This design comes from an exercise in tuning for small area and a short achievable clock period on the open sky130 flow, not from production work. Only simulation tests tie the RTL to the original design; equivalence was not proved.

[flow/run.sh]
#!/bin/bash
# synth_recipe.tcl (not shown) runs the flow's synth.tcl, then flattens the netlist and writes it again
# the make line also repeats each setting of config.mk as NAME=value (left out here)
make -C /OpenROAD-flow-scripts/flow DESIGN_CONFIG=/design/flow/config.mk WORK_HOME=/design/flow/orfs CLKGATE_MAP_FILE= SYNTH_SCRIPT=/design/flow/synth_recipe.tcl finish
[flow/config.mk]
export PLATFORM = sky130hd
export DESIGN_NAME = pressure_count_linearizer
export DESIGN_NICKNAME = pressure_count_linearizer
export VERILOG_FILES = /design/flow/design.v
export SDC_FILE = /design/flow/constraint.sdc
export NUM_CORES = 4
export LEC_CHECK = 0
export CAP_MARGIN = 20
export CORE_MARGIN = 2
export CORE_UTILIZATION = 40
export SLEW_MARGIN = 20
[flow/constraint.sdc]
create_clock -name core_clock -period 12.0 [get_ports {clk}]
set_input_delay 2.4000 -clock core_clock [delete_from_list [all_inputs] [get_ports {clk}]]
set_output_delay 2.4000 -clock core_clock [all_outputs]
set_load 0.01 [all_outputs]
[flow/design.v]
package pcl_pkg;
    localparam int COUNT_W    = 16;
    localparam int OUT_W      = 33;
    localparam int RANGE_W    = 2;
    localparam int CFG_IDX_W  = 2;
    localparam int CFG_DATA_W = 15;
endpackage
import pcl_pkg::*;
module pressure_count_linearizer (
    input  logic                  clk,
    input  logic                  rst_n,
    input  logic                  cfg_we,
    input  logic [pcl_pkg::CFG_IDX_W-1:0]  cfg_index,
    input  logic [pcl_pkg::CFG_DATA_W-1:0] cfg_data,
    input  logic                  start,
    output logic                  busy,
    input  logic [pcl_pkg::COUNT_W-1:0]    factory_count,
    input  logic [pcl_pkg::COUNT_W-1:0]    raw_count,
    output logic                  done,
    output logic [pcl_pkg::OUT_W-1:0]      pressure_utorr,
    output logic [pcl_pkg::RANGE_W-1:0]    display_range
);
    localparam int TB   = 12;
    localparam int N    = 19;
    localparam int MW   = 38;
    localparam int SUBW = 3;
    localparam int BW   = 16 - TB;
    localparam int IW   = 1 + BW + SUBW;
    localparam int W    = 34 + N;
    assign busy = 1'b0;
    logic               mode_r;
    logic signed [10:0] ot_r;
    logic signed [14:0] om_r;
    logic signed [10:0] ot_raw, ot_cl;
    logic signed [14:0] om_raw, om_cl;
    logic signed [30:0] ofs_c_r;
    logic signed [24:0] ofs_f_r;
    always_comb begin
        ot_raw = $signed(cfg_data[10:0]);
        om_raw = $signed(cfg_data[14:0]);
        if (ot_raw > 11'sd700)       ot_cl = 11'sd700;
        else if (ot_raw < -11'sd700) ot_cl = -11'sd700;
        else                         ot_cl = ot_raw;
        if (om_raw > 15'sd10000)       om_cl = 15'sd10000;
        else if (om_raw < -15'sd10000) om_cl = -15'sd10000;
        else                           om_cl = om_raw;
    end
    always_ff @(posedge clk or negedge rst_n) begin
        if (!rst_n) begin
            mode_r <= 1'b0;
            ot_r   <= '0;
            om_r   <= '0;
        end else if (cfg_we) begin
            case (cfg_index)
                2'd0: mode_r <= cfg_data[0];
                2'd1: ot_r   <= ot_cl;
                2'd2: om_r   <= om_cl;
                default: ;
            endcase
        end
    end
    always_ff @(posedge clk or negedge rst_n) begin
        if (!rst_n) begin
            ofs_c_r <= '0;
            ofs_f_r <= '0;
        end else begin
            ofs_c_r <= 31'(ot_r) * 31'sd1000000;
            ofs_f_r <= 25'(om_r) * 25'sd1000;
        end
    end
    logic [SUBW-1:0] sub_t, sub_f;
    logic            sel_t, sel_f;
    pcl_sub_t u_sub_t (.v(raw_count),     .sub(sub_t), .sel(sel_t));
    pcl_sub_f u_sub_f (.v(factory_count), .sub(sub_f), .sel(sel_f));
    logic          s1_valid;
    logic [IW-1:0] s1_idx;
    logic [TB-1:0] s1_t;
    logic          s1_sel;
    always_ff @(posedge clk or negedge rst_n) begin
        if (!rst_n) s1_valid <= 1'b0;
        else        s1_valid <= start;
    end
    always_ff @(posedge clk) begin
        if (mode_r) begin
            s1_idx <= {1'b1, raw_count[15:TB], sub_t};
            s1_t   <= ~raw_count[TB-1:0];
            s1_sel <= sel_t;
        end else begin
            s1_idx <= {1'b0, factory_count[15:TB], sub_f};
            s1_t   <= factory_count[TB-1:0];
            s1_sel <= sel_f;
        end
    end
    logic [MW-1:0]       m;
    logic signed [W-1:0] k;
    logic signed [30:0]  ofs;
    logic signed [W-1:0] sum;
    pcl_tables u_tab (.idx(s1_idx), .m(m), .k(k));
    always_comb begin
        ofs = s1_sel ? ofs_c_r : {{6{ofs_f_r[24]}}, ofs_f_r};
        sum = k + $signed({{(W-TB){1'b0}}, s1_t}) * $signed({{(W-MW){1'b0}}, m})
                + $signed({{(W-31-N){ofs[30]}}, ofs, {N{1'b0}}});
    end
    logic               s2_valid;
    logic signed [33:0] s2_q;
    always_ff @(posedge clk or negedge rst_n) begin
        if (!rst_n) s2_valid <= 1'b0;
        else        s2_valid <= s1_valid;
    end
    always_ff @(posedge clk) begin
        s2_q <= sum[W-1:N];
    end
    logic        done_r;
    logic [32:0] p_r;
    logic [1:0]  rng_r;
    always_ff @(posedge clk or negedge rst_n) begin
        if (!rst_n) done_r <= 1'b0;
        else        done_r <= s2_valid;
    end
    always_ff @(posedge clk) begin
        p_r <= s2_q[33] ? 33'd0 : s2_q[32:0];
        if (s2_q > 34'sd100000000)     rng_r <= 2'd0;
        else if (s2_q >= 34'sd1000000) rng_r <= 2'd1;
        else                           rng_r <= 2'd2;
    end
    assign done           = done_r;
    assign pressure_utorr = p_r;
    assign display_range  = rng_r;
endmodule
module pcl_tables (input logic [7:0] idx, output logic [37:0] m, output logic signed [52:0] k);
    always_comb begin
        case (idx)
            8'd0: begin m = 38'd524288000; k = 53'sd0; end
            8'd8: begin m = 38'd524288000; k = 53'sd2147483648000; end
            8'd16: begin m = 38'd524288000; k = 53'sd4294967296000; end
            8'd17: begin m = 38'd524288000; k = 53'sd4294967296000; end
            8'd24: begin m = 38'd524288000; k = 53'sd6442450944000; end
            8'd32: begin m = 38'd524288000; k = 53'sd8589934592000; end
            8'd40: begin m = 38'd524288000; k = 53'sd10737418240000; end
            8'd48: begin m = 38'd524288000; k = 53'sd12884901888000; end
            8'd56: begin m = 38'd524288000; k = 53'sd15032385536000; end
            8'd64: begin m = 38'd524288000; k = 53'sd17179869184000; end
            8'd72: begin m = 38'd524288000; k = 53'sd19327352832000; end
            8'd80: begin m = 38'd524288000; k = 53'sd21474836480000; end
            8'd88: begin m = 38'd524288000; k = 53'sd23622320128000; end
            8'd96: begin m = 38'd524288000; k = 53'sd25769803776000; end
            8'd97: begin m = 38'd23959961600; k = 53'sd5896352563200; end
            8'd104: begin m = 38'd23959961600; k = 53'sd104036355276800; end
            8'd112: begin m = 38'd23959961600; k = 53'sd202176357990400; end
            8'd120: begin m = 38'd23959961600; k = 53'sd300316360704000; end
            8'd128: begin m = 38'd176152094116; k = 53'sd2995116899394980; end
            8'd136: begin m = 38'd176152094116; k = 53'sd2273597921889700; end
            8'd144: begin m = 38'd176152094116; k = 53'sd1552078944383396; end
            8'd152: begin m = 38'd176152094116; k = 53'sd830559966878116; end
            8'd160: begin m = 38'd176152094120; k = 53'sd109040989361576; end
            8'd161: begin m = 38'd176152094120; k = 53'sd109040989881768; end
            8'd168: begin m = 38'd176152094112; k = -53'sd612477987600992; end
            8'd169: begin m = 38'd5915638936; k = -53'sd5925497807720; end
            8'd170: begin m = 38'd2150217588; k = 53'sd4086757557620; end
            8'd171: begin m = 38'd2150217472; k = 53'sd4086757610240; end
            8'd172: begin m = 38'd930416640; k = 53'sd4317299937280; end
            8'd176: begin m = 38'd930416624; k = 53'sd506313448432; end
            8'd177: begin m = 38'd620051511; k = 53'sd1376266858551; end
            8'd178: begin m = 38'd407900416; k = 53'sd1648032410880; end
            8'd179: begin m = 38'd351414656; k = 53'sd1665938385280; end
            8'd184: begin m = 38'd351414656; k = 53'sd226543954304; end
            8'd185: begin m = 38'd277815648; k = 53'sd483257295200; end
            8'd186: begin m = 38'd290732720; k = 53'sd447709518512; end
            8'd187: begin m = 38'd260957824; k = 53'sd513541813888; end
            8'd188: begin m = 38'd200223140; k = 53'sd634403835300; end
            8'd192: begin m = 38'd200223140; k = -53'sd185710146140; end
            8'd200: begin m = 38'd200223140; k = -53'sd1005824127580; end
            8'd208: begin m = 38'd200223140; k = -53'sd1825938109532; end
            8'd216: begin m = 38'd200223140; k = -53'sd2646052090972; end
            8'd224: begin m = 38'd200223140; k = -53'sd3466166072412; end
            8'd232: begin m = 38'd200223140; k = -53'sd4286280053852; end
            8'd240: begin m = 38'd200223140; k = -53'sd5106394035804; end
            8'd248: begin m = 38'd200223140; k = -53'sd5926508017244; end
            default: begin m = '0; k = '0; end
        endcase
    end
endmodule
module pcl_sub_t (input logic [15:0] v, output logic [2:0] sub, output logic sel);
    always_comb begin
        sub = '0;
        case (v[15:12])
            4'd4: begin
                if (v[11:0] >= 12'd2452) sub = 3'd1;
            end
            4'd5: begin
                if (v[11:0] >= 12'd532) sub = 3'd1;
                if (v[11:0] >= 12'd1436) sub = 3'd2;
                if (v[11:0] >= 12'd3558) sub = 3'd3;
                if (v[11:0] >= 12'd3906) sub = 3'd4;
            end
            4'd6: begin
                if (v[11:0] >= 12'd1292) sub = 3'd1;
                if (v[11:0] >= 12'd2814) sub = 3'd2;
                if (v[11:0] >= 12'd3778) sub = 3'd3;
            end
            4'd7: begin
                if (v[11:0] >= 12'd607) sub = 3'd1;
                if (v[11:0] >= 12'd1343) sub = 3'd2;
                if (v[11:0] >= 12'd1884) sub = 3'd3;
                if (v[11:0] >= 12'd2105) sub = 3'd4;
            end
            default: ;
        endcase
    end
    assign sel = v < 16'd24038;
endmodule
module pcl_sub_f (input logic [15:0] v, output logic [2:0] sub, output logic sel);
    always_comb begin
        sub = '0;
        case (v[15:12])
            4'd2: begin
                if (v[11:0] >= 12'd1809) sub = 3'd1;
            end
            4'd12: begin
                if (v[11:0] >= 12'd849) sub = 3'd1;
            end
            default: ;
        endcase
    end
    assign sel = v >= 16'd10001;
endmodule
==> summary.txt <==
==> synthesized netlist by cell type (6+ instances only) <==
| cell type | number |
|---|---|
| inv_1 | 547 |
| fa_1 | 452 |
| nand2_1 | 408 |
| ha_1 | 316 |
| a21oi_1 | 150 |
| nor2_1 | 133 |
| and2_1 | 129 |
| clkbuf_1 | 126 |
| dfxtp_1 | 90 |
| o21ai_0 | 86 |
| xnor2_1 | 78 |
| dfrtp_1 | 77 |
| nor2b_1 | 72 |
| a21o_1 | 58 |
| nand3_1 | 58 |
| nor3_1 | 45 |
| xor2_1 | 36 |
| nand2b_1 | 34 |
| mux2i_1 | 26 |
| nand4_1 | 26 |
| o21bai_1 | 20 |
| o21a_1 | 19 |
| and3_1 | 18 |
| a31oi_1 | 16 |
| nor4_1 | 16 |
| a211oi_1 | 15 |
| or2_2 | 15 |
| buf_1 | 13 |
| mux2_2 | 13 |
| or3_1 | 10 |
| or4_1 | 10 |
| o31ai_1 | 9 |
| a22oi_1 | 8 |
| o211ai_1 | 8 |
| o22ai_1 | 8 |
| a2111oi_0 | 7 |
| a211o_1 | 7 |
| a221oi_1 | 6 |
| and4_1 | 6 |
| o41ai_1 | 6 |
==> state kept, by name, indices dropped and copies added (netlist names) <==
name      cells
s1_valid      1
mode_r        1
s1_t         12
om_r         15
p_r          33
ot_r         11
ofs_c_r      25
rng_r         2
s1_sel        1
ofs_f_r      22
done_r        1
s1_idx        8
s2_valid      1
s2_q         34
==> kinds of logic after synthesis <==
family / after synthesis / synth area share, %
other cells: 1 / 0.0130
compound gates: 485 / 11.0
xor+xnor: 114 / 3.46
fa+ha+maj: 768 / 45.1
flops: 167 / 12.9
mux: 39 / 1.41
simple gates: 1005 / 17.0
buf+inv: 691 / 9.03
==> worst register-to-register path: cells and delay by family, from the launching register on <==
kind                       cells  cell delay, ns
AOI/OAI and AO/OA             15            3.49
xor gates and xnor gates       2            0.63
adders and majority gates      8            3.47
buffers and inverters          4            0.20
DFF                            1            0.72
and+or+nand+nor                9            2.79
==> through the flow <==
stage               cells  instance area (um2)  hold slack, ns
floorplan            3270                28800           0.331
global placement     4231                30800           0.333
detailed placement   4231                30800           0.341
CTS                  4263                31500           0.358
global route         4263                31500           0.366
finish               4263                31500           0.355
==> final cells by class <==
class                   count  area (um2)
well taps                 950        1190
clock buffers              21         482
multi-input cells        2412       22500
flip-flops and latches    167        3740
fillers                  7136       39900
clock inverters            11         134
repair buffers            155        1390
inverters                 547        2050
==> worst max-delay path by stage <==
stage	endpoint	depth (start not counted)	from
final	s2_q[33]	38	s1_idx[7]
after global routing	s2_q[33]	38	s1_idx[7]
after CTS	s2_q[33]	35	s1_idx[7]
after detailed placement	s2_q[33]	35	s1_idx[7]
after global placement	s2_q[32]	36	s1_idx[7]
after floorplan	s2_q[33]	41	s1_idx[1]
==> placed cells by master (no fill, tap or decap), types with 67 or more instances in the layout <==
cell type and instances:
dfrtp_1 77, nand2_1 408, clkdlybuf4s50_1 87, o21ai_0 86, a21oi_1 150, buf_4 67, ha_1 316, xnor2_1 78
fa_1 452, and2_1 129, nor2b_1 72, inv_1 547, dfxtp_1 83, nor2_1 133
==> metal layers <==
metal	track usage (%)	vias up	part of all wire, %
met1	29.4	11300	44
met4	7.85	0	3.7
li1	-	10600	-
met5	0	-	0
met3	2.41	142	4.3
met2	38.1	609	48
==> flow_metrics.env <==
export IMPL_cts_buffers=17
export IMPL_syn_area_per_cell_um2=8.81
export IMPL_utilization_pct=44.1
export IMPL_slew_headroom_pct=36.3
export IMPL_via_per_inst=5.30
export IMPL_r2r_slack_ns=0.63
export IMPL_cp_arrival_ns=11.75
export IMPL_hp_class="reg2reg"
export IMPL_rr_worst_depth=38
export IMPL_routedWlPerCell_um=18.8
export IMPL_ios=90
export IMPL_critPathSlowestCell="dfxtp_1"
export IMPL_fin_crit_ns=11.37
export IMPL_synth_warnings=4
export IMPL_gp_congestion=0.991
export IMPL_layout_nets=4121
export IMPL_antenna_found_initial=3
export IMPL_synth_distinct_cells=87
export IMPL_syn_area_um2=28800
export IMPL_cts_root_buf="clkbuf_16"
export IMPL_n_antenna_cell=0
export IMPL_ys_seq_area_share_pct=12.9
export IMPL_crit_fanout=18
export IMPL_grt_start_max_net_pins=78
export IMPL_post_cts_buffers=0
export IMPL_crit_path_end_kind="flip-flop"
export IMPL_cts_sink_count=167
export IMPL_crit_path_frequent_cell="fa_1"
export IMPL_grt_ovfl_total=0
export IMPL_first_iter_violations=1553
export IMPL_clk_latency_ns=0.46
export IMPL_grt_pass1_vias=23800
export IMPL_setup_viol_count_final=0
export IMPL_grt_pass1_wl_um=130000
export IMPL_worstHoldEndpoint="done_r"
export IMPL_rows=98
export IMPL_portBuffers=88
export IMPL_die_height_um=272
export IMPL_synth_top_area_share_pct=31.4
export IMPL_status="complete, no violations"
export IMPL_fin_crit_sh_pct=94.7
export IMPL_synth_largest_area_cell="fa_1"
export IMPL_crit_family="compound AO/OA/AOI/OAI gates"
export IMPL_drt_pass1_iterations=6
export IMPL_coreArea_um2=71400
export IMPL_skew_ns=0.0207
export IMPL_cts_buffer_depth=2
export IMPL_cp_start_kind="flip-flop"
export IMPL_vias=22600
export IMPL_hpwl_um=66300
export IMPL_synth_ff_type="dfxtp_1"
export IMPL_ant_nets=0
export IMPL_htree_levels=4
export IMPL_initial_core_util_pct=40.4
export IMPL_grt_setup_unrepaired="false"
export IMPL_cts_tree="done"
export IMPL_chipWidth_um=272
export IMPL_crit_path_max_incr_delay_ns=0.72
export IMPL_path_buf_inv=4
export IMPL_drive_above_1_share_pct=4.53
export IMPL_max_freq_ghz=0.0880
export IMPL_syn_to_final_growth_pct=9.20
export IMPL_post_place_ws_ns=0.758
export IMPL_hold_viol_final=0
export IMPL_finalMaxSlewViolations=0
export IMPL_drcViolationCount=0
export IMPL_ys_top_cells_by_area="fa_1 (31%), ha_1 (14%), inv_1 (7.1%), dfrtp_1 (6.7%), dfxtp_1 (6.3%)"
export IMPL_fin_tns_setup_ns=0
export IMPL_worstReg2RegEnd="s2_q[33]"
export IMPL_ctsHoldBuffers=0
export IMPL_routed_wl_um=80000
export IMPL_dieArea_um2=74200
export IMPL_worst_setup_path_type="reg2reg"
export IMPL_synth_edff_count=0
export IMPL_post_cts_resized=0
export IMPL_worst_slack_ns=0.635
export IMPL_synthCells=3270
export IMPL_synth_async_sr_flop_share_pct=46.1
export IMPL_drv_cap=0
export IMPL_ys_ff_latch=167
export IMPL_path_clk_slew_ns=0.07
export IMPL_worstMarginPinSlew_ns=0.931
export IMPL_grt_use_total_pct=22.3
export IMPL_worstPathRequired_ns=12.38
export IMPL_syn_nets=4091
export IMPL_hp_start="s2_valid"
export IMPL_hold_depth=0
export IMPL_worstReg2RegStart="s1_idx[7]"

what the ideal ports hide:
No port has a modelled driver above. Below, the same layout with a new extraction and two added sets of constraints.
Step 1 sets driving cells, clkbuf_16 on the clock port and buf_2 on the other inputs (assumed; they add their load-dependent delay and slew).
Step 2 moves the port delays by t, midway between the first and last clock arrival at a register: inputs arrive t later, outputs are due t later. That takes back most of the time a late clock gives input paths.
a / b / c = ideal ports / drivers / drivers and shift; a / b = the first two.
shift t [ns]: 0.509
setup WS [ns]: 0.635 / 0.635 / 0.635
worst setup path at the end: register to register
slew at the worst register clock pin (ns): 0.08 / 0.08
pins driven straight from the clock port: 1
After both steps setup and hold are still met in this run. For this run, drivers alone change the setup slack by 0.000 ns; drivers and shift together by 0.000 ns.
